This is an optimization exercise on Yosys and OpenROAD, whose aim is small area, not a production implementation. In this exercise RTL edits were held to simulation tests only and were not proved equivalent to the original. No driver is modelled on the clock port, so clocking that relies on it looks cheaper here than on a real chip. Power and IR drop assume default switching activity.

==> flow/design.v <==
module dmem_responder #(
    parameter int ADDR_WIDTH  = 6,
    parameter int WAIT_CYCLES = 1
) (
    input  logic        clk,
    input  logic        reset_n,
    input  logic        req_valid,
    output logic        req_ready,
    input  logic        req_write,
    input  logic [1:0]  req_size,
    input  logic        req_signed,
    input  logic [31:0] req_addr,
    input  logic [31:0] req_wdata,
    output logic        resp_valid,
    output logic [31:0] resp_rdata,
    output logic        resp_error
);
    logic wait_q, resp_q;
    logic idle;
    assign idle = ~(wait_q | resp_q);
    always_ff @(posedge clk or negedge reset_n) begin
        if (!reset_n) begin
            wait_q <= 1'b0;
            resp_q <= 1'b0;
        end else begin
            wait_q <= idle & req_valid;
            resp_q <= wait_q;
        end
    end
    assign req_ready  = idle;
    assign resp_valid = resp_q;
    logic req_err;
    assign req_err = (req_size == 2'b11)
                  || (req_size == 2'b01 && req_addr[0])
                  || (req_size == 2'b10 && req_addr[1:0] != 2'b00)
                  || (req_addr[31:6] != 26'd0);
    logic [5:0] addr_q;
    logic       err_q, rdok_q, byte_q, word_q, sx_q;
    always_ff @(posedge clk) begin
        if (idle) begin
            addr_q <= req_addr[5:0];
            err_q  <= req_err;
            rdok_q <= ~req_write & ~req_err;
            byte_q <= (req_size == 2'b00);
            word_q <= (req_size == 2'b10);
            sx_q   <= req_signed;
        end
    end
    assign resp_error = err_q;
    logic [511:0] mem_q;
    logic         wen;
    logic [3:0]   lane_en;
    logic [7:0]   lane_wd [4];
    assign wen = idle & req_valid & reset_n & req_write & ~req_err;
    always_comb begin
        case (req_size)
            2'b00:   lane_en = 4'b0001 << req_addr[1:0];
            2'b01:   lane_en = req_addr[1] ? 4'b1100 : 4'b0011;
            default: lane_en = 4'b1111;
        endcase
        lane_wd[0] = req_wdata[7:0];
        lane_wd[1] = (req_size == 2'b00) ? req_wdata[7:0] : req_wdata[15:8];
        lane_wd[2] = req_size[1] ? req_wdata[23:16] : req_wdata[7:0];
        lane_wd[3] = req_size[1] ? req_wdata[31:24]
                   : req_size[0] ? req_wdata[15:8] : req_wdata[7:0];
    end
    logic       idle_b;
    logic [3:0] lane_set;
    logic [3:0] lane_keep;
    logic [63:0] set_b, keep_b;
    assign idle_b = ~(wait_q ^ resp_q);
    always_comb begin
        for (int l = 0; l < 4; l++) begin
            lane_set[l]  = wen & lane_en[l];
            lane_keep[l] = ~(idle_b & req_valid & reset_n & req_write & ~req_err & lane_en[l]);
        end
        for (int k = 0; k < 16; k++)
            for (int l = 0; l < 4; l++) begin
                set_b[4*k + l]  = lane_set[l] & (req_addr[5:2] == 4'(k));
                keep_b[4*k + l] = lane_keep[l] | (req_addr[5:2] != 4'(k));
            end
    end
    always_ff @(posedge clk) begin
        for (int b = 0; b < 64; b++)
            mem_q[8*b +: 8] <= (mem_q[8*b +: 8] & {8{keep_b[b]}})
                             | (lane_wd[b % 4] & {8{set_b[b]}});
    end
    logic [31:0] word;
    logic [7:0]  lo, hi;
    logic        ext;
    always_comb begin
        word = 32'd0;
        for (int k = 0; k < 16; k++)
            word = word | (mem_q[32*k +: 32] & {32{rdok_q && addr_q[5:2] == 4'(k)}});
        case (addr_q[1:0])
            2'b00: lo = word[7:0];
            2'b01: lo = word[15:8];
            2'b10: lo = word[23:16];
            2'b11: lo = word[31:24];
        endcase
        hi  = addr_q[1] ? word[31:24] : word[15:8];
        ext = sx_q & (byte_q ? lo[7] : hi[7]);
        resp_rdata[7:0]   = lo;
        resp_rdata[15:8]  = byte_q ? {8{ext}} : hi;
        resp_rdata[31:16] = word_q ? word[31:16] : {16{ext}};
    end
endmodule
==> flow/flow/run.sh <==
#!/bin/bash
# Layout flow: the standard ORFS flow (standard.sh) run on flow/mapped.v, a
# hand-mapped form of the RTL with the same registers, with small port
# buffers and a clock tree of small buffers.
set -euo pipefail
M=$PWD/flow/mapped.v
CTS="-sink_clustering_enable -repair_clock_nets -dont_use_dummy_load -buf_list {sky130_fd_sc_hd__clkbuf_16} -tree_buf sky130_fd_sc_hd__clkbuf_8 -root_buf sky130_fd_sc_hd__clkbuf_8 -sink_clustering_size 30 -sink_clustering_max_diameter 70"
bash standard.sh VERILOG_FILES="$M" \
  BUFFER_PORTS_ARGS="-buffer_cell sky130_fd_sc_hd__buf_1" \
  CTS_ARGS="$CTS" \
  POST_CTS_TCL="$PWD/flow/post_cts.tcl" \
  finish > flow_make.log 2>&1
==> flow/flow/mapped.v <==
// Hand-mapped version of rtl/dmem_responder.sv for the layout flow: the
// storage update gates and the load word multiplexer are placed as library
// cells; the small control and alignment logic is left to synthesis.
// Register names and kinds match the standard synthesis of the RTL.
module dmem_responder #(
    parameter int ADDR_WIDTH  = 6,
    parameter int WAIT_CYCLES = 1
) (
    input  logic        clk,
    input  logic        reset_n,
    input  logic        req_valid,
    output logic        req_ready,
    input  logic        req_write,
    input  logic [1:0]  req_size,
    input  logic        req_signed,
    input  logic [31:0] req_addr,
    input  logic [31:0] req_wdata,
    output logic        resp_valid,
    output logic [31:0] resp_rdata,
    output logic        resp_error
);

    logic wait_q, resp_q;
    logic idle, idle_b;

    assign idle   = ~(wait_q | resp_q);
    assign idle_b = ~(wait_q ^ resp_q);

    always_ff @(posedge clk or negedge reset_n) begin
        if (!reset_n) begin
            wait_q <= 1'b0;
            resp_q <= 1'b0;
        end else begin
            wait_q <= idle & req_valid;
            resp_q <= wait_q;
        end
    end

    assign req_ready  = idle;
    assign resp_valid = resp_q;

    logic req_err;
    assign req_err = (req_size == 2'b11)
                  || (req_size == 2'b01 && req_addr[0])
                  || (req_size == 2'b10 && req_addr[1:0] != 2'b00)
                  || (req_addr[31:6] != 26'd0);

    logic [5:0] addr_q;
    logic       err_q, rdok_q, byte_q, word_q, sx_q;

    always_ff @(posedge clk) begin
        if (idle) begin
            addr_q <= req_addr[5:0];
            err_q  <= req_err;
            rdok_q <= ~req_write & ~req_err;
            byte_q <= (req_size == 2'b00);
            word_q <= (req_size == 2'b10);
            sx_q   <= req_signed;
        end
    end

    assign resp_error = err_q;

    // ---------------- store path ----------------
    // Each stored bit takes (bit & keep) | (wdm & roww): wdm is the lane's
    // store data already gated by the lane's write enable, roww the word
    // decode, keep the byte's hold condition.
    logic [3:0]  lane_en;
    logic        vw;
    logic [3:0]  ls, len_n;
    logic        nvw_b;
    logic [3:0]  lkeep [2];
    logic [7:0]  wsel;
    logic [3:0]  whi_n, wlo_n;
    logic [15:0] row_c [2];

    always_comb begin
        case (req_size)
            2'b00:   lane_en = 4'b0001 << req_addr[1:0];
            2'b01:   lane_en = req_addr[1] ? 4'b1100 : 4'b0011;
            default: lane_en = 4'b1111;
        endcase
        vw = req_valid & reset_n & req_write & ~req_err;
        for (int l = 0; l < 4; l++) begin
            ls[l]    = idle & vw & lane_en[l];
            len_n[l] = ~lane_en[l];
        end
        nvw_b = ~(idle_b & vw);
        // data source selects per lane
        wsel[0] = ls[0];
        wsel[1] = ls[1] & (req_size == 2'b00);
        wsel[2] = ls[1] & (req_size != 2'b00);
        wsel[3] = ls[2] & ~req_size[1];
        wsel[4] = ls[2] & req_size[1];
        wsel[5] = ls[3] & (req_size == 2'b00);
        wsel[6] = ls[3] & (req_size == 2'b01);
        wsel[7] = ls[3] & req_size[1];
        for (int i = 0; i < 4; i++) begin
            whi_n[i] = ~(req_addr[5:4] == 2'(i));
            wlo_n[i] = ~(req_addr[3:2] == 2'(i));
        end
    end

    logic [31:0] wdm;
    logic [7:0]  w3_n;
    for (genvar j = 0; j < 8; j++) begin : g_wd
        sky130_fd_sc_hd__and2_1 u_w0 (.A(req_wdata[j]), .B(wsel[0]), .X(wdm[j]));
        sky130_fd_sc_hd__a22o_1 u_w1 (.A1(req_wdata[j]), .A2(wsel[1]),
                                      .B1(req_wdata[8+j]), .B2(wsel[2]), .X(wdm[8+j]));
        sky130_fd_sc_hd__a22o_1 u_w2 (.A1(req_wdata[j]), .A2(wsel[3]),
                                      .B1(req_wdata[16+j]), .B2(wsel[4]), .X(wdm[16+j]));
        sky130_fd_sc_hd__a222oi_1 u_w3n (.A1(req_wdata[j]), .A2(wsel[5]),
                                         .B1(req_wdata[8+j]), .B2(wsel[6]),
                                         .C1(req_wdata[24+j]), .C2(wsel[7]), .Y(w3_n[j]));
        sky130_fd_sc_hd__inv_2 u_w3 (.A(w3_n[j]), .Y(wdm[24+j]));
    end

    logic [511:0] mem_q, mem_d;
    logic [63:0]  keep_b;

    // Two copies of each lane's keep enable, one per half of the words.
    for (genvar l = 0; l < 4; l++) begin : g_lk
        for (genvar h = 0; h < 2; h++) begin : g_lkh
            sky130_fd_sc_hd__nor2_1 u_lk (.A(nvw_b), .B(len_n[l]), .Y(lkeep[h][l]));
        end
    end

    for (genvar k = 0; k < 16; k++) begin : g_w
        for (genvar h = 0; h < 2; h++) begin : g_h
            sky130_fd_sc_hd__nor2_2 u_row (.A(whi_n[k/4]), .B(wlo_n[k%4]), .Y(row_c[h][k]));
        end
        for (genvar l = 0; l < 4; l++) begin : g_l
            sky130_fd_sc_hd__nand2_1 u_keep (.A(row_c[l/2][k]), .B(lkeep[k/8][l]), .Y(keep_b[4*k+l]));
            for (genvar j = 0; j < 8; j++) begin : g_b
                sky130_fd_sc_hd__a22o_1 u_upd (
                    .A1(mem_q[32*k+8*l+j]), .A2(keep_b[4*k+l]),
                    .B1(wdm[8*l+j]),        .B2(row_c[l/2][k]),
                    .X(mem_d[32*k+8*l+j]));
            end
        end
    end

    always_ff @(posedge clk)
        mem_q <= mem_d;

    // ---------------- load path ----------------
    // Row selects, one copy per output halfword: rsel_c[c][k] drives the
    // load multiplexer of bits 16c..16c+15.
    logic [3:0]  rhi_n, rlo_n;
    logic [15:0] rsel_c [2];
    always_comb
        for (int i = 0; i < 4; i++) begin
            rhi_n[i] = ~(rdok_q & (addr_q[5:4] == 2'(i)));
            rlo_n[i] = ~(addr_q[3:2] == 2'(i));
        end
    for (genvar c = 0; c < 2; c++) begin : g_rc
        for (genvar k = 0; k < 16; k++) begin : g_rk
            sky130_fd_sc_hd__nor2_2 u_rs (.A(rhi_n[k/4]), .B(rlo_n[k%4]), .Y(rsel_c[c][k]));
        end
    end

    logic [31:0] word_n;
    for (genvar b = 0; b < 32; b++) begin : g_rd
        logic [5:0] y;
        logic [1:0] z;
        for (genvar g = 0; g < 5; g++) begin : g_g
            sky130_fd_sc_hd__a222oi_1 u_aoi (
                .A1(mem_q[32*(3*g)+b]),   .A2(rsel_c[b/16][3*g]),
                .B1(mem_q[32*(3*g+1)+b]), .B2(rsel_c[b/16][3*g+1]),
                .C1(mem_q[32*(3*g+2)+b]), .C2(rsel_c[b/16][3*g+2]),
                .Y(y[g]));
        end
        sky130_fd_sc_hd__nand2_1 u_n15 (.A(mem_q[32*15+b]), .B(rsel_c[b/16][15]), .Y(y[5]));
        sky130_fd_sc_hd__nand3_1 u_z0 (.A(y[0]), .B(y[1]), .C(y[2]), .Y(z[0]));
        sky130_fd_sc_hd__nand3_1 u_z1 (.A(y[3]), .B(y[4]), .C(y[5]), .Y(z[1]));
        sky130_fd_sc_hd__nor2_1  u_w  (.A(z[0]), .B(z[1]), .Y(word_n[b]));
    end

    // Alignment, on the inverted word: hi_n is the odd byte for a halfword
    // or word, lo2_n the even byte, lo the addressed byte.
    logic [7:0] hi_n, lo2_n, lo;
    logic       byte_n, word_n_q, ext_n;
    for (genvar j = 0; j < 8; j++) begin : g_al
        sky130_fd_sc_hd__mux2_1  u_hi  (.A0(word_n[8+j]), .A1(word_n[24+j]), .S(addr_q[1]), .X(hi_n[j]));
        sky130_fd_sc_hd__mux2_1  u_lo2 (.A0(word_n[j]),   .A1(word_n[16+j]), .S(addr_q[1]), .X(lo2_n[j]));
        sky130_fd_sc_hd__mux2i_1 u_lo  (.A0(lo2_n[j]),    .A1(hi_n[j]),      .S(addr_q[0]), .Y(lo[j]));
        sky130_fd_sc_hd__o22ai_1 u_o1  (.A1(hi_n[j]), .A2(byte_q), .B1(ext_n), .B2(byte_n),
                                        .Y(resp_rdata[8+j]));
    end
    for (genvar j = 16; j < 32; j++) begin : g_up
        sky130_fd_sc_hd__o22ai_1 u_o2 (.A1(word_n[j]), .A2(word_n_q), .B1(ext_n), .B2(word_q),
                                       .Y(resp_rdata[j]));
    end
    always_comb begin
        byte_n   = ~byte_q;
        word_n_q = ~word_q;
        ext_n    = ~(sx_q & (byte_q ? lo[7] : ~hi_n[7]));
    end
    assign resp_rdata[7:0] = lo;

endmodule
==> flow/flow/post_cts.tcl <==
# After clock tree synthesis: a leaf clock buffer that drives few flip-flops
# does not need the largest buffer; use clkbuf_8 for leaves of 18 sinks or
# fewer, then legalise the placement again.
set n_down 0
foreach inst [get_cells clkbuf_leaf_*] {
  if { [get_property $inst ref_name] != "sky130_fd_sc_hd__clkbuf_16" } { continue }
  set out [get_pins -of_objects $inst -filter "direction==output"]
  set fanout [expr { [llength [get_pins -of_objects [get_nets -of_objects $out]]] - 1 }]
  if { $fanout <= 18 } {
    replace_cell $inst sky130_fd_sc_hd__clkbuf_8
    incr n_down
  }
}
puts "post_cts: $n_down leaf clock buffers resized to clkbuf_8"
detailed_placement
estimate_parasitics -placement
==> flow/standard.sh <==
#!/bin/bash
# synth_recipe.tcl (not shown) runs the flow's synth.tcl, then flattens the netlist and writes it again
# the make line also repeats each setting of config.mk as NAME=value (left out here)
make -C /OpenROAD-flow-scripts/flow DESIGN_CONFIG=/design/flow/config.mk WORK_HOME=/design/flow/orfs CLKGATE_MAP_FILE= SYNTH_SCRIPT=/design/flow/synth_recipe.tcl "${@:-finish}"
==> flow/config.mk <==
export PLATFORM = sky130hd
export DESIGN_NAME = dmem_responder
export DESIGN_NICKNAME = dmem_responder
export VERILOG_FILES = /design/flow/design.v
export SDC_FILE = /design/flow/constraint.sdc
export NUM_CORES = 4
export LEC_CHECK = 0
export CAP_MARGIN = 20
export CORE_MARGIN = 2
export CORE_UTILIZATION = 86
export GPL_TIMING_DRIVEN = 0
export PLACE_DENSITY = 0.93
export SLEW_MARGIN = 20
==> flow/constraint.sdc <==
create_clock -name core_clock -period 10.0 [get_ports {clk}]
set_input_delay 2.0000 -clock core_clock [delete_from_list [all_inputs] [get_ports {clk}]]
set_output_delay 2.0000 -clock core_clock [all_outputs]
set_load 0.01 [all_outputs]
==> summary.md, run 1 <==
| Metric | Value |
|---|---|
| Run status | did not finish |
| Async set or reset register ratio after synthesis | 0.381% |
| Synthesis warning total | 4 |
| Post-synthesis average cell area | 11.8 um2 |
| DIE HEIGHT | 153 um |
| Main synth FF type | dfxtp_1 |
| Register bit count reported by yosys | 525 |
| Proportion of synthesized chip area in sequential cells | 55.7% |
| Row count | 54 |
| Stop stage | global placement without I/O |
| Count of flip-flops with a built-in enable after synthesis | 11 |
| Chip width | 153 um |
| Mapped cell area | 19100 um2 |
| Error Message | [ERROR GPL-0301] Utilization 100.352 % exceeds 100%. |
| Synthesized instance count | 1622 |
| Starting utilization of the core area | 87.4% |
| Cell variety after synth | 36 |
| Syn_nets | 1694 |
==> cells by family after synthesis <==
family	Yosys count	share of synthesized area [%]
and+or+nand+nor	329	8.40
DFF	525	55.7
buffers and inverters	18	0.400
AOI/OAI and AO/OA	725	34.0
muxes	24	1.36
adders and majority gates	1	0.0656
==> Yosys cell counts, drive strengths merged (2+ instances only) <==
| cell type | n | share of area [%] |
|---|---|---|
| or2 | 4 | 0.13 |
| nand3b | 2 | 0.079 |
| inv | 14 | 0.28 |
| and2 | 9 | 0.30 |
| nor4 | 12 | 0.39 |
| a22o | 528 | 24 |
| mux2 | 16 | 0.94 |
| nand2 | 103 | 2.0 |
| edfxtp | 11 | 1.7 |
| dfxtp | 512 | 54 |
| mux2i | 8 | 0.42 |
| a21oi | 2 | 0.052 |
| or4 | 2 | 0.098 |
| dfrtp | 2 | 0.26 |
| nand3 | 67 | 1.8 |
| buf | 2 | 0.085 |
| nand2b | 6 | 0.20 |
| clkbuf | 2 | 0.039 |
| nor3 | 3 | 0.079 |
| nor2 | 115 | 3.1 |
| o22ai | 24 | 0.79 |
| a222oi | 168 | 8.8 |
==> inputs of run 2 (changes only) <==
--- a/flow/config.mk
+++ b/flow/config.mk
@@ -7,7 +7,7 @@
 export LEC_CHECK = 0
 export CAP_MARGIN = 20
 export CORE_MARGIN = 2
-export CORE_UTILIZATION = 86
+export CORE_UTILIZATION = 82
 export GPL_TIMING_DRIVEN = 0
-export PLACE_DENSITY = 0.93
+export PLACE_DENSITY = 0.9
 export SLEW_MARGIN = 20
==> run 2 against run 1 <==
- now clean on timing, DRC and antenna
- area after synthesis did not move
- synthesized cell count did not move
==> summary.md, run 2 <==
| Metric | Value |
|---|---|
| Most instantiated library cell after synthesis | a22o_1 |
| Share of the clock period used by the worst path after layout | 72.0% |
| Run status | no timing/DRC/antenna violations |
| Async set or reset register ratio after synthesis | 0.381% |
| Top cell types by occurrence after synthesis | 528 x a22o_1, 512 x dfxtp_1, 168 x a222oi_1, 103 x nand2_1, 67 x nand3_1 |
| Highest clock frequency the design can meet | 0.139 GHz |
| Met1 Use GR | 64.7% |
| Vias in the first global route | 16100 |
| Combinational family with the most area after synthesis | compound AO/OA/AOI/OAI gates |
| Worst endpoint required time | 8000 ps |
| Placeable Area | 22700 um2 |
| Endpoint arrival time on the critical path | 5200 ps |
| Commonest non-fill, non-tap cells in the layout | 528 x a22o_1, 512 x dfxtp_1, 168 x a222oi_1 |
| Post-synthesis share of cell area spent on full adders, half adders and majority gates | 0.0656% |
| Proportion of synthesized chip area in sequential cells | 55.7% |
| Antenna Nets Post-Route | 0 |
| Cell taking the most area after synthesis | dfxtp_1 |
| Register with the most flip-flops | mem_q |
| Number of fill cells | 1008 |
| Synthesized instance count | 1622 |
| Number of antenna violations at the first check in global routing | 3 |
| Biggest registers after layout | mem_q x512, addr_q x6 |
| Net Sw Frac | 22.1% |
| Number of vias per cell | 8.41 |
| Total Power Consumption | 3.17 mW |
| Worst-path clk slew | 110 ps |
| Area taken by multi-input logic gates | 8380 um2 |
| Number of nets at the end of the flow | 1820 |
| Internal power | 2.47 mW |
| Final setup TNS | 0 ps |
| Length of the first detailed-routing pass in iterations | 8 |
| Finished Cell Area | 20300 um2 |
| Final Worst Setup Slack | 2800 ps |
| Critical Path Slowest Stage Cell | or3b_2 |
| Layout cells sized above 1 | 6.07% |
| Most congested layer reported by global routing | met2 |
| Post-Place Worst Slack | 3900 ps |
| Routed WL | 59500 um |
| Maximum number of pins on one net before global-route repair | 31 |
| Mapped cell area | 19100 um2 |
| First-pass GRT wire length | 90900 um |
| CP endpoint kind | primary output |
| Maximum resistive drop on vdd | 0.124 mV |
| Total placed cells including tap cells | 2010 |
| Worst min path class | reg -> reg |
| Unrepaired setup endpoints after global routing | no |
| Number of design rule violations left after detail routing | 0 |
| Type of element launching the critical path | flip-flop |
| Main synth FF type | dfxtp_1 |
| Count of flip-flops with a built-in enable after synthesis | 11 |
| Post-Synth XOR/XNOR Area | 0% |
| Average wire per standard cell | 29.3 um |
| Clock share of power | 30.3% |
| Combinational share of power | 3.1% |
| Critical path's largest stage delay | 670 ps |
| Final clock skew | 34.7 ps |
| Compound-gate portion of the synthesized area | 34.0% |
| Final setup fails | 0 |
| Count of buffers from port buffering | 103 |
| Family with the most delay on the worst path | simple AND/OR/NAND/NOR gates |
| Syn_nets | 1694 |
| Met3 usage | 10.8% |
| Most Frequent Cell on Critical Path | nand2_1 |
| Final core utilization | 89.5% |
| Post-synthesis to final-layout area growth | 6.60% |
| Final RePlAce weighted congestion | 1.08 |
| Number of buffer and inverter stages on the critical path | 1 |
| Cell variety after synth | 36 |
| Sequential cell fraction of total power | 66.7% |
| Minimum clock period | 7200 ps |
| Synth area leaders | dfxtp_1 54%, a22o_1 24%, a222oi_1 8.8%, nor2_2 2.1%, nand2_1 2.0% |
| Post-synthesis average cell area | 11.8 um2 |
| Row count | 55 |
| Worst hold stages | 0 |
| Congestion Overflow GR | 0 |
| Crit path max fanout | 24 |
| Clock Sink Count | 525 |
| Worst Setup Path Type | reg -> out |
| Final Max Tran Viols | 0 |
| Total cell area at the placement stage | 19800 um2 |
| Post-Route Hold Slack | 418 ps |
| Die Area | 24500 um2 |
| CTS tree | done |
| Proportion of netlist area held by the largest area contributor | 53.7% |
| Worst path depth | 12 |
| Starting utilization of the core area | 84.0% |
| Number of DRC markers after the initial detailed-route iteration | 3731 |
| Reg2Reg Depth | 8 |
| Worst slew margin relative to its limit | 27.0% |
| Commonest non-fill, non-tap cell in the layout | a22o_1 |
| Chain of cells forming the critical path | or3b_2 > nor2_2 > a222oi_1 > nand3_1 > nor2_1 > mux2_1 > mux2i_1 > nand2_1 > o21ai_0 > nand2_1 > o22ai_1 > buf_1 |
| Flip-flop count of the largest register after layout | 512 |
| Synthesis warning total | 4 |
| Register cell area after layout | 10600 um2 |
| Total via count after detailed routing | 17100 |
| Count of final hold-check violations | 0 |
| Count of boundary I/O pins | 106 |
| Lkg Pwr | 7.27 nW |
| Power density relative to cell area | 156 nW/um2 |
| Met2 usage in global routing | 72.1% |
| Chip width | 156 um |
| Max-cap viol count | 0 |
| Net switching component of the power | 701 uW |
| Total track usage | 47.0% |
| Insertion delay to the later sink of the worst-skew pair | 650 ps |
| DIE HEIGHT | 156 um |
| Synth Area in Simple Gates | 8.40% |
| Mux cell area share after synthesis | 1.36% |
| Register bit count reported by yosys | 525 |
| Post-DP HPWL | 40000 um |
| Slew @ Worst Pin | 1080 ps |
| Post-route non-filler standard cell count | 2033 |
[run 2: layout make-up]
| cell class | instances | share of cell area [%] |
|---|---|---|
| sequential | 525 | 52.3 |
| tap | 285 | 1.75 |
| timing repair buffer | 103 | 1.90 |
| clock buffer | 21 | 2.42 |
| buffer | 4 | 0.117 |
| multi-input combinational | 1079 | 41.2 |
| inverter | 14 | 0.259 |
| antenna | 2 | 0.0246 |
[run 2: path summary, 6_finish.rpt]
path                                      from                  to  slack, ps
min in group asynchronous              reset_n    resp_q$_DFF_PN0_       1190
hold reg to reg               wait_q$_DFF_PN0_    resp_q$_DFF_PN0_        420
setup / recovery           addr_q[5]$_DFFE_PP_      resp_rdata[13]       2800
max in group asynchronous              reset_n    wait_q$_DFF_PN0_       8620
setup reg to reg              wait_q$_DFF_PN0_  mem_q[274]$_DFF_P_       6000
hold / removal                wait_q$_DFF_PN0_    resp_q$_DFF_PN0_        420
[run 2: worst reg2reg max path, cell delays in order (launching register included)]
cell	delay [ps]
dfrtp_1	410
inv_1	60
ha_1	660
and2_1	280
nand3_1	300
or4_1	510
nor3_1	610
a22o_1	810
a22o_1	300
[run 2: routing by layer]
| layer | vias to the layer above | wire, um |
|---|---|---|
| li1 | 7082 | - |
| met5 | - | 0 |
| met1 | 8003 | 21300 |
| met2 | 1727 | 25900 |
| met3 | 277 | 9310 |
| met4 | 0 | 3000 |
[run 2: cells by family after synthesis]
kind of cell / after synthesis
AO/OA/AOI/OAI: 725
multiplexers: 24
AND/OR/NAND/NOR: 329
adder cells (fa/ha/maj): 1
flip-flops: 525
buffers and inverters: 18
[run 2: power groups by stage]
stage | Clock (mW) | Sequential (mW) | Combinational, mW
final | 0.960 | 2.12 | 0.0978
after detailed placement | 0 | 2.16 | 0.0902
after floorplan | 0 | 2.16 | 0.0519
after global routing | 1.02 | 2.12 | 0.100
after global placement | 0 | 2.16 | 0.0872
==> inputs of run 3 (changes only) <==
==> flow/flow/run.sh (replaced) <==
#!/bin/bash
# Layout flow: the standard ORFS flow (standard.sh) run on flow/mapped.v, a
# hand-mapped form of the RTL with the same registers, with small port
# buffers and a clock tree of small buffers.
set -euo pipefail
M=$PWD/flow/mapped.v
CTS="-sink_clustering_enable -repair_clock_nets -dont_use_dummy_load -buf_list {sky130_fd_sc_hd__clkbuf_16} -tree_buf sky130_fd_sc_hd__clkbuf_8 -root_buf sky130_fd_sc_hd__clkbuf_8 -sink_clustering_size 34 -sink_clustering_max_diameter 60"
bash standard.sh VERILOG_FILES="$M" \
  BUFFER_PORTS_ARGS="-buffer_cell sky130_fd_sc_hd__buf_1" \
  CTS_ARGS="$CTS" \
  POST_CTS_TCL="$PWD/flow/post_cts.tcl" \
  finish > flow_make.log 2>&1
==> run 3 against run 2 <==
- still clean
- area after synthesis is the same
- sequential cell count is the same
- non-clock buffer count is the same
- fmax grew 1.2%
- worst hold slack lost 27 ps
- sequential share of layout area shrank 0.15 points
- sequential power is essentially flat
- clock power grew 4%
- setup slack gained 84 ps
- critical path type unchanged
- largest power group unchanged
==> summary.md, run 3 <==
| Metric | Value |
|---|---|
| Number of buffer and inverter stages on the critical path | 1 |
| Clock Sink Count | 525 |
| Clock share of power | 31.1% |
| Count of boundary I/O pins | 106 |
| First-pass GRT wire length | 91600 um |
| Commonest non-fill, non-tap cells in the layout | 528 x a22o_1, 512 x dfxtp_1, 168 x a222oi_1 |
| Maximum resistive drop on vdd | 0.132 mV |
| Total cell area at the placement stage | 19800 um2 |
| Total Power Consumption | 3.22 mW |
| Vias in the first global route | 16100 |
| Total via count after detailed routing | 17100 |
| Proportion of synthesized chip area in sequential cells | 55.7% |
| Internal power | 2.50 mW |
| Number of vias per cell | 8.40 |
| Biggest registers after layout | mem_q x512, addr_q x6 |
| Post-synthesis average cell area | 11.8 um2 |
| DIE HEIGHT | 156 um |
| Minimum clock period | 7120 ps |
| Area taken by multi-input logic gates | 8380 um2 |
| Final Max Tran Viols | 0 |
| Placeable Area | 22700 um2 |
| Number of design rule violations left after detail routing | 0 |
| Worst slew margin relative to its limit | 25.7% |
| Slew @ Worst Pin | 1100 ps |
| Worst endpoint required time | 8000 ps |
| Number of antenna violations at the first check in global routing | 2 |
| Die Area | 24500 um2 |
| Syn_nets | 1694 |
| Synth area leaders | dfxtp_1 54%, a22o_1 24%, a222oi_1 8.8%, nor2_2 2.1%, nand2_1 2.0% |
| Antenna Nets Post-Route | 0 |
| Total track usage | 47.5% |
| Number of nets at the end of the flow | 1824 |
| Critical Path Slowest Stage Cell | or3b_2 |
| Net Sw Frac | 22.1% |
| CP endpoint kind | primary output |
| Chip width | 156 um |
| Worst-path clk slew | 110 ps |
| Commonest non-fill, non-tap cell in the layout | a22o_1 |
| Async set or reset register ratio after synthesis | 0.381% |
| Insertion delay to the later sink of the worst-skew pair | 670 ps |
| Count of buffers from port buffering | 103 |
| Combinational share of power | 3.1% |
| Congestion Overflow GR | 0 |
| Maximum number of pins on one net before global-route repair | 35 |
| Average wire per standard cell | 29.5 um |
| Final setup fails | 0 |
| Synthesized instance count | 1622 |
| Type of element launching the critical path | flip-flop |
| Count of flip-flops with a built-in enable after synthesis | 11 |
| Max-cap viol count | 0 |
| Flip-flop count of the largest register after layout | 512 |
| Synthesis warning total | 4 |
| Number of fill cells | 971 |
| Proportion of netlist area held by the largest area contributor | 53.7% |
| CTS tree | done |
| Register cell area after layout | 10600 um2 |
| Sequential cell fraction of total power | 65.8% |
| Post-Route Hold Slack | 392 ps |
| Mapped cell area | 19100 um2 |
| Register bit count reported by yosys | 525 |
| Crit path max fanout | 24 |
| Cell taking the most area after synthesis | dfxtp_1 |
| Family with the most delay on the worst path | simple AND/OR/NAND/NOR gates |
| Most Frequent Cell on Critical Path | nand2_1 |
| Count of final hold-check violations | 0 |
| Starting utilization of the core area | 84.0% |
| Share of the clock period used by the worst path after layout | 71.2% |
| Routed WL | 60200 um |
| Finished Cell Area | 20400 um2 |
| Critical path's largest stage delay | 680 ps |
| Layout cells sized above 1 | 6.29% |
| Run status | no timing/DRC/antenna violations |
| Worst Setup Path Type | reg -> out |
| Number of DRC markers after the initial detailed-route iteration | 3874 |
| Most instantiated library cell after synthesis | a22o_1 |
| Net switching component of the power | 712 uW |
| Length of the first detailed-routing pass in iterations | 10 |
| Register with the most flip-flops | mem_q |
| Highest clock frequency the design can meet | 0.141 GHz |
| Row count | 55 |
| Lkg Pwr | 7.30 nW |
| Final setup TNS | 0 ps |
| Endpoint arrival time on the critical path | 5120 ps |
| Post-synthesis to final-layout area growth | 6.90% |
| Worst min path class | reg -> reg |
| Unrepaired setup endpoints after global routing | no |
| Final RePlAce weighted congestion | 1.08 |
| Final clock skew | 25.6 ps |
| Cell variety after synth | 36 |
| Main synth FF type | dfxtp_1 |
| Post-DP HPWL | 40000 um |
| Power density relative to cell area | 158 nW/um2 |
| Chain of cells forming the critical path | or3b_2 > nor2_2 > a222oi_1 > nand3_1 > nor2_1 > mux2_1 > mux2i_1 > nand2_1 > o21ai_0 > nand2_1 > o22ai_1 > buf_1 |
| Top cell types by occurrence after synthesis | 528 x a22o_1, 512 x dfxtp_1, 168 x a222oi_1, 103 x nand2_1, 67 x nand3_1 |
[run 3: worst register-to-register path, stage by stage, from the launching register on]
cell and delay, ps:
dfrtp_1 410, inv_1 60, ha_1 740, and2_1 290, nand3_1 300, or4_1 510, nor3_1 610, a22o_1 800
a22o_1 300
[run 3: area by class of cell]
cell class | instances | area share (%)
Clock buffer | 25 | 2.68
Sequential cell | 525 | 52.1
Buffer | 4 | 0.117
Inverter | 14 | 0.258
Multi-Input combinational cell | 1079 | 41.1
Antenna cell | 3 | 0.0368
Tap cell | 285 | 1.75
Timing Repair Buffer | 103 | 1.90
[run 3: path summary, 6_finish.rpt]
path                                      from                 to  slack, ps  cells past startpoint
max reg2reg                   resp_q$_DFF_PN0_  mem_q[53]$_DFF_P_       5930                      8
min reg2reg                   wait_q$_DFF_PN0_   resp_q$_DFF_PN0_        390                      0
min                           wait_q$_DFF_PN0_   resp_q$_DFF_PN0_        390                      0
min in group asynchronous              reset_n   resp_q$_DFF_PN0_       1150                      1
max                        addr_q[5]$_DFFE_PP_     resp_rdata[21]       2880                     12
max in group asynchronous              reset_n   wait_q$_DFF_PN0_       8640                      1
[run 3: kinds of logic after synthesis]
group / synth area share (%)
AOI/OAI and AO/OA: 34.0
adders and majority gates: 0.0656
buffers and inverters: 0.400
and+or+nand+nor: 8.40
muxes: 1.36
DFF: 55.7
[run 3: per-layer routing]
metal | track usage, % | share of wire [%] | up-vias
met5 | 0 | 0 | -
met4 | 20.4 | 5.0 | 0
met3 | 11.0 | 16 | 258
met2 | 72.4 | 44 | 1660
met1 | 65.4 | 35 | 8090
li1 | - | - | 7106
[run 3: through the flow]
step,worst slack (ps),utilization (%),cells
2_1_floorplan,4860,-,1622
3_3_place_gp,4000,87.2,2010
3_5_place_dp,3900,87.2,2010
5_1_grt,2790,89.8,2037
6_report,2880,89.8,2038
[run 3: power by group through the flow]
stage                     sequential (mW)  clock [mW]  combinational (mW)
after global placement               2.16           0              0.0872
after global routing                 2.12        1.07               0.101
after detailed placement             2.16           0              0.0902
after floorplan                      2.16           0              0.0519
final                                2.12        1.00              0.0994
==> inputs of run 4 (changes only) <==
==> flow/flow/run.sh (replaced) <==
#!/bin/bash
# Layout flow: the standard ORFS flow (standard.sh) run on flow/mapped.v, a
# hand-mapped form of the RTL with the same registers, with small port
# buffers and a clock tree of small buffers.
set -euo pipefail
M=$PWD/flow/mapped.v
CTS="-sink_clustering_enable -repair_clock_nets -dont_use_dummy_load -buf_list {sky130_fd_sc_hd__clkbuf_16} -tree_buf sky130_fd_sc_hd__clkbuf_8 -root_buf sky130_fd_sc_hd__clkbuf_8 -sink_clustering_size 32 -sink_clustering_max_diameter 70"
bash standard.sh VERILOG_FILES="$M" \
  BUFFER_PORTS_ARGS="-buffer_cell sky130_fd_sc_hd__buf_1" \
  CTS_ARGS="$CTS" \
  POST_CTS_TCL="$PWD/flow/post_cts.tcl" \
  finish > flow_make.log 2>&1
--- a/flow/config.mk
+++ b/flow/config.mk
@@ -7,7 +7,7 @@
 export LEC_CHECK = 0
 export CAP_MARGIN = 20
 export CORE_MARGIN = 2
-export CORE_UTILIZATION = 82
+export CORE_UTILIZATION = 70
 export GPL_TIMING_DRIVEN = 0
-export PLACE_DENSITY = 0.9
+export PLACE_DENSITY = 0.8
 export SLEW_MARGIN = 20
==> run 4 against run 3 <==
- sequential cell count is the same
- count of clock-buffer cells in the layout shrank 2
- critical path depth is the same
- clock power is essentially flat
- fmax grew 2.2%
- largest cell class unchanged
- largest power group unchanged
- highest routed layer is now met5
==> summary.md, run 4 <==
| Metric | Value |
|---|---|
| Insertion delay to the later sink of the worst-skew pair | 650 ps |
| Unrepaired setup endpoints after global routing | no |
| Critical path's largest stage delay | 660 ps |
| Worst-path clk slew | 110 ps |
| Final core utilization | 76.0% |
| CTS tree | done |
| Placeable Area | 26900 um2 |
| Maximum resistive drop on vdd | 0.106 mV |
| Syn_nets | 1694 |
| Main synth FF type | dfxtp_1 |
| Proportion of netlist area held by the largest area contributor | 53.7% |
| Commonest non-fill, non-tap cells in the layout | 528 x a22o_1, 512 x dfxtp_1, 168 x a222oi_1 |
| Total via count after detailed routing | 15800 |
| Average wire per standard cell | 25.6 um |
| Synthesized instance count | 1622 |
| Routed WL | 53500 um |
| Register with the most flip-flops | mem_q |
| Share of the clock period used by the worst path after layout | 69.6% |
| Flip-flop count of the largest register after layout | 512 |
| Number of antenna violations at the first check in global routing | 4 |
| Row count | 60 |
| Slew @ Worst Pin | 1080 ps |
| Final RePlAce weighted congestion | 1.05 |
| Worst min path class | reg -> reg |
| Count of flip-flops with a built-in enable after synthesis | 11 |
| Count of buffers from port buffering | 103 |
| Number of buffer and inverter stages on the critical path | 1 |
| Commonest non-fill, non-tap cell in the layout | a22o_1 |
| Worst endpoint required time | 8000 ps |
| Worst path depth | 12 |
| Reg2Reg Depth | 8 |
| Layout cells sized above 1 | 6.24% |
| Power density relative to cell area | 155 nW/um2 |
| First-pass GRT wire length | 82600 um |
| Top cell types by occurrence after synthesis | 528 x a22o_1, 512 x dfxtp_1, 168 x a222oi_1, 103 x nand2_1, 67 x nand3_1 |
| Highest clock frequency the design can meet | 0.144 GHz |
| Maximum number of pins on one net before global-route repair | 33 |
| Number of design rule violations left after detail routing | 0 |
| Final Max Tran Viols | 0 |
| Post-synthesis to final-layout area growth | 7.15% |
| Final clock skew | 28.1 ps |
| Post-synthesis average cell area | 11.8 um2 |
| Worst hold stages | 0 |
| Max-cap viol count | 0 |
| Synthesis warning total | 4 |
| Biggest registers after layout | mem_q x512, addr_q x6 |
| Async set or reset register ratio after synthesis | 0.381% |
| Antenna Nets Post-Route | 0 |
| Lkg Pwr | 7.29 nW |
| Count of final hold-check violations | 0 |
| Type of element launching the critical path | flip-flop |
| Cell taking the most area after synthesis | dfxtp_1 |
| Proportion of synthesized chip area in sequential cells | 55.7% |
| Congestion Overflow GR | 0 |
| Length of the first detailed-routing pass in iterations | 9 |
| Cell variety after synth | 36 |
| Number of DRC markers after the initial detailed-route iteration | 2542 |
| Starting utilization of the core area | 71.0% |
| Total track usage | 36.1% |
| Crit path max fanout | 24 |
| Register bit count reported by yosys | 525 |
| Final setup fails | 0 |
| Post-Route Hold Slack | 393 ps |
| Mapped cell area | 19100 um2 |
| Vias in the first global route | 14500 |
| Run status | no timing/DRC/antenna violations |
| Clock Sink Count | 525 |
| Final setup TNS | 0 ps |
| Critical Path Slowest Stage Cell | nor2_2 |
| Worst Setup Path Type | reg -> out |
| DIE HEIGHT | 169 um |
| Family with the most delay on the worst path | simple AND/OR/NAND/NOR gates |
| Synth area leaders | dfxtp_1 54%, a22o_1 24%, a222oi_1 8.8%, nor2_2 2.1%, nand2_1 2.0% |
| Count of boundary I/O pins | 106 |
| Die Area | 28600 um2 |
| Chain of cells forming the critical path | or3b_2 > nor2_2 > a222oi_1 > nand3_1 > nor2_1 > mux2_1 > mux2i_1 > nand2_1 > o21ai_0 > nand2_1 > o22ai_1 > buf_1 |
| Most instantiated library cell after synthesis | a22o_1 |
| Most Frequent Cell on Critical Path | nand2_1 |
| Total Power Consumption | 3.17 mW |
| Worst slew margin relative to its limit | 27.7% |
| Minimum clock period | 6960 ps |
| Chip width | 169 um |
| Number of vias per cell | 7.55 |
| CP endpoint kind | primary output |
| Endpoint arrival time on the critical path | 4960 ps |
| Number of nets at the end of the flow | 1822 |
| Post-DP HPWL | 39100 um |
[run 4: cell counts after synthesis]
Identical to the previous run, type by type.
[run 4: power breakdown]
| group | switching (mW) | total (mW) | internal, mW |
|---|---|---|---|
| sequential | 0.00912 | 2.11 | 2.10 |
| combinational | 0.0746 | 0.0931 | 0.0184 |
| clock | 0.602 | 0.967 | 0.366 |
[run 4: area by class of cell]
type	count	area, um2
antenna	2	5.00
buffer	4	23.8
clock buffer	23	519
fill	1888	6440
inverter	14	52.6
multi-input combinational	1079	8390
sequential	525	10600
tap	341	427
timing repair buffer	103	387
[run 4: kinds of logic after synthesis]
kind of cell | count (synthesis) | synth area share (%)
AND/OR/NAND/NOR | 329 | 8.40
buffers and inverters | 18 | 0.400
AO/OA/AOI/OAI | 725 | 34.0
multiplexers | 24 | 1.36
flip-flops | 525 | 55.7
adder cells (fa/ha/maj) | 1 | 0.0656
[run 4: stage by stage]
step                worst slack (ps)  instances  cell area (um2)
floorplan                       4860       1622            19100
global placement                3800       2066            19900
detailed placement              3770       2066            19900
global route                    2880       2090            20400
finish                          3040       2091            20400
[run 4: final timing paths]
path	start	endpoint	slack, ps
max	addr_q[5]$_DFFE_PP_	resp_rdata[8]	3040
min	wait_q$_DFF_PN0_	resp_q$_DFF_PN0_	390
max reg2reg	resp_q$_DFF_PN0_	mem_q[178]$_DFF_P_	5850
min reg2reg	wait_q$_DFF_PN0_	resp_q$_DFF_PN0_	390
max in group asynchronous	reset_n	wait_q$_DFF_PN0_	8610
min in group asynchronous	reset_n	resp_q$_DFF_PN0_	1200
[run 4: layer usage]
layer	up-vias	part of all wire (%)	track usage (%)
li1	7079	-	-
met1	7735	45	56.2
met2	901	43	53.6
met3	78	10	4.84
met4	2	2.2	7.99
met5	-	0.024	0

## re-timing with driven ports
No port has a modelled driver above. Below, the same layouts with a new extraction and two added sets of constraints. Step 1: set_driving_cell puts a clkbuf_16 on clk and a buf_2 on each other input, an assumption about the parent block. Step 2 times the ports against the registers' clock, not the clock port: input delays grow and output delays shrink by t, the midpoint of the rising clock arrivals with the driver on. a / b / c = ideal ports / drivers / drivers and shift; a / b = the first two.
run	shift t [ns]	setup WS [ns]	pins driven straight from the clock port
run 2	0.673	2.800 / 2.753 / 3.426	1
run 3	0.702	2.885 / 2.835 / 3.537	1
run 4	0.674	3.038 / 2.987 / 3.661	1
After both steps every run listed still meets setup and hold.
